This design comes from an exercise in tuning for a short achievable clock period and few clock cycles per item on the open sky130 flow, not from production work.
The RTL was checked by simulation tests, not by an equivalence proof against the original design.
The flow treats the clock pin as an ideal source, which a real chip does not have.
Power figures rest on the tool's default switching activity, not on a simulated workload.

build 23:
Design cpu_top, start of the top module:
module cpu_top #(
	parameter logic [31:0] reset_pc = 32'hbfc00000
) (
	input  logic        aclk,
	input  logic        areset_n,
	output logic [31:0] inst_addr,
	input  logic [31:0] inst_rdata,
	output logic        data_en,
	output logic        data_we,
	output logic [3:0]  data_be,
	output logic [31:0] data_addr,
	output logic [31:0] data_wdata,
	input  logic [31:0] data_rdata,
	output logic        retire_valid,
	output logic [31:0] retire_pc,
	output logic        wb_en,
	output logic [4:0]  wb_addr,
	output logic [31:0] wb_data
);
Size in the first run: about 240 I/O pins, roughly 0.11 mm^2 of cells after synthesis.
clock: 16.0 ns
lec_check: 0
cap_margin: 20
core_margin: 2
core_utilization: 30
gpl_routability_driven: 1
place_density: 0.42
slew_margin: 20
synth_hierarchical: 1
standard.sh (not shown) runs the stock make flow with config.mk's settings and CLKGATE_MAP_FILE= SYNTH_SCRIPT=/design/flow/synth_recipe.tcl, a recipe that flattens the netlist after the stock synthesis.
==> flow/flow/run.sh <==
#!/bin/bash
set -euo pipefail
source flow/knobs.sh
RT=$PWD/flow/rt.tcl
bash standard.sh SETUP_SLACK_MARGIN=$MARGIN TNS_END_PERCENT=$TNS RT_MAX_ITER=$MAXIT \
  PRE_FLOORPLAN_TCL=$RT PRE_CTS_TCL=$RT PRE_GLOBAL_ROUTE_TCL=$RT \
  "BUFFER_PORTS_ARGS=-buffer_cell $PORTBUF" $EXTRA finish > standard.log 2>&1
==> flow/flow/knobs.sh <==
MARGIN=11.5
TNS=10
MAXIT=400
PORTBUF=sky130_fd_sc_hd__buf_6
EXTRA=""
==> flow/flow/rt.tcl <==
# Sourced by ORFS's PRE_FLOORPLAN, PRE_CTS and PRE_GLOBAL_ROUTE hooks: the same
# repair_timing_helper as ORFS's util.tcl, with a cap on repair_timing's
# iterations, since the setup margin the flow asks for may not be reachable.
proc repair_timing_helper { args } {
  set additional_args {}
  append_env_var additional_args SETUP_SLACK_MARGIN -setup_margin 1
  append_env_var additional_args HOLD_SLACK_MARGIN -hold_margin 1
  append_env_var additional_args SETUP_MOVE_SEQUENCE -sequence 1
  append_env_var additional_args TNS_END_PERCENT -repair_tns 1
  append_env_var additional_args SKIP_PIN_SWAP -skip_pin_swap 0
  append_env_var additional_args SKIP_GATE_CLONING -skip_gate_cloning 0
  append_env_var additional_args SKIP_BUFFER_REMOVAL -skip_buffer_removal 0
  append_env_var additional_args SKIP_LAST_GASP -skip_last_gasp 0
  append_env_var additional_args SKIP_VT_SWAP -skip_vt_swap 0
  append_env_var additional_args SKIP_CRIT_VT_SWAP -skip_crit_vt_swap 0
  append_env_var additional_args MATCH_CELL_FOOTPRINT -match_cell_footprint 0
  append_env_var additional_args RT_MAX_ITER -max_iterations 1
  lappend additional_args {*}$args -verbose

  log_cmd repair_timing {*}$additional_args
}
Build 23 finished all stages; the layout is clean.
Testbench counts of build 23, summed over its fixed seeds: cycles 41,212, instrs 35,347.
Setup changes, build 23 to build 2
==> flow/flow/knobs.sh <==
MARGIN=11.5
TNS=10
MAXIT=3000
PORTBUF=sky130_fd_sc_hd__buf_6
EXTRA=""
diff --git a/flow/config.mk b/flow/config.mk
--- a/flow/config.mk
+++ b/flow/config.mk
@@ -8,6 +8,8 @@
 export CAP_MARGIN = 20
+export CELL_PAD_IN_SITES_DETAIL_PLACEMENT = 1
+export CELL_PAD_IN_SITES_GLOBAL_PLACEMENT = 1
 export CORE_MARGIN = 2
-export CORE_UTILIZATION = 30
+export CORE_UTILIZATION = 40
 export GPL_ROUTABILITY_DRIVEN = 1
-export PLACE_DENSITY = 0.42
+export PLACE_DENSITY = 0.5
 export SLEW_MARGIN = 20
--- outcome ---
From build 23 to build 2 the numbers moved as follows: minimum setup slack in the final design went down 0.039 ns; power +about 4%. Diff build 2 and build 23: final wirelength lower in build 23. Build 2 — global-route usage 11 points higher, build 23 as reference. Capturing instance or port of the critical path: op_rt[2] -> build 23, op_rt[29] -> build 2. Global-route wire length before repair: build 2 > build 23. Between build 2 and build 23, combinational power share is higher for build 2, build 23 comes in under that. Measured against each other, build 2 and build 23 differ in cell area, the lower figure coming from build 23. Taking build 23 as the reference, in build 2 maximum number of pins on one net before global-route repair saw an increase, power dissipated by switching net loads increased by about 3.3% relative to the old numbers, maximum frequency went down, worst hold-check slack now sits at about the same level.
Edits applied to the flow inputs when going from build 2 to build 62:
==> flow/flow/knobs.sh <==
MARGIN=11.5
TNS=10
MAXIT=400
PORTBUF=sky130_fd_sc_hd__buf_6
EXTRA=""
Results
- Taking build 2 as the reference, in build 62 flip-flop and latch share of the layout cell area moved up, largest net degree at the start of global routing moved up, design area moved down.
- Build 62 vs build 2, destination of the critical timing path: op_rt[24] vs op_rt[29]

-- re-timing with driven ports --
The flow's constraints put no driver on any port. The routed layouts listed below were extracted and timed again, unchanged, in two steps.
Step 1 sets driving cells, clkbuf_16 on the clock port and buf_2 on the other inputs (assumed; they add their load-dependent delay and slew).
Step 2 also shifts input and output timing later by t, the mid clock arrival at the registers, as if the neighbouring blocks saw the same clock.
a / b / c = ideal ports / drivers / drivers and shift; a / b = the first two.
run	t, ns	setup slack, ns	hold WS [ns]	clock arrival spread, ns	worst data-port slew with drivers (ns)
build 23	1.004	10.826 / 10.865 / 9.861	0.321 / 0.321 / 0.321	0.099 / 0.100	0.20
build 2	1.011	10.788 / 10.831 / 9.820	0.322 / 0.322 / 0.322	0.094 / 0.094	0.22
build 62	0.992	10.824 / 10.857 / 9.865	0.323 / 0.323 / 0.323	0.067 / 0.067	0.10
After both steps setup and hold are still met in every run listed. For build 2, which loses most, drivers alone change the setup slack by +0.043 ns; drivers and shift together by -0.968 ns.
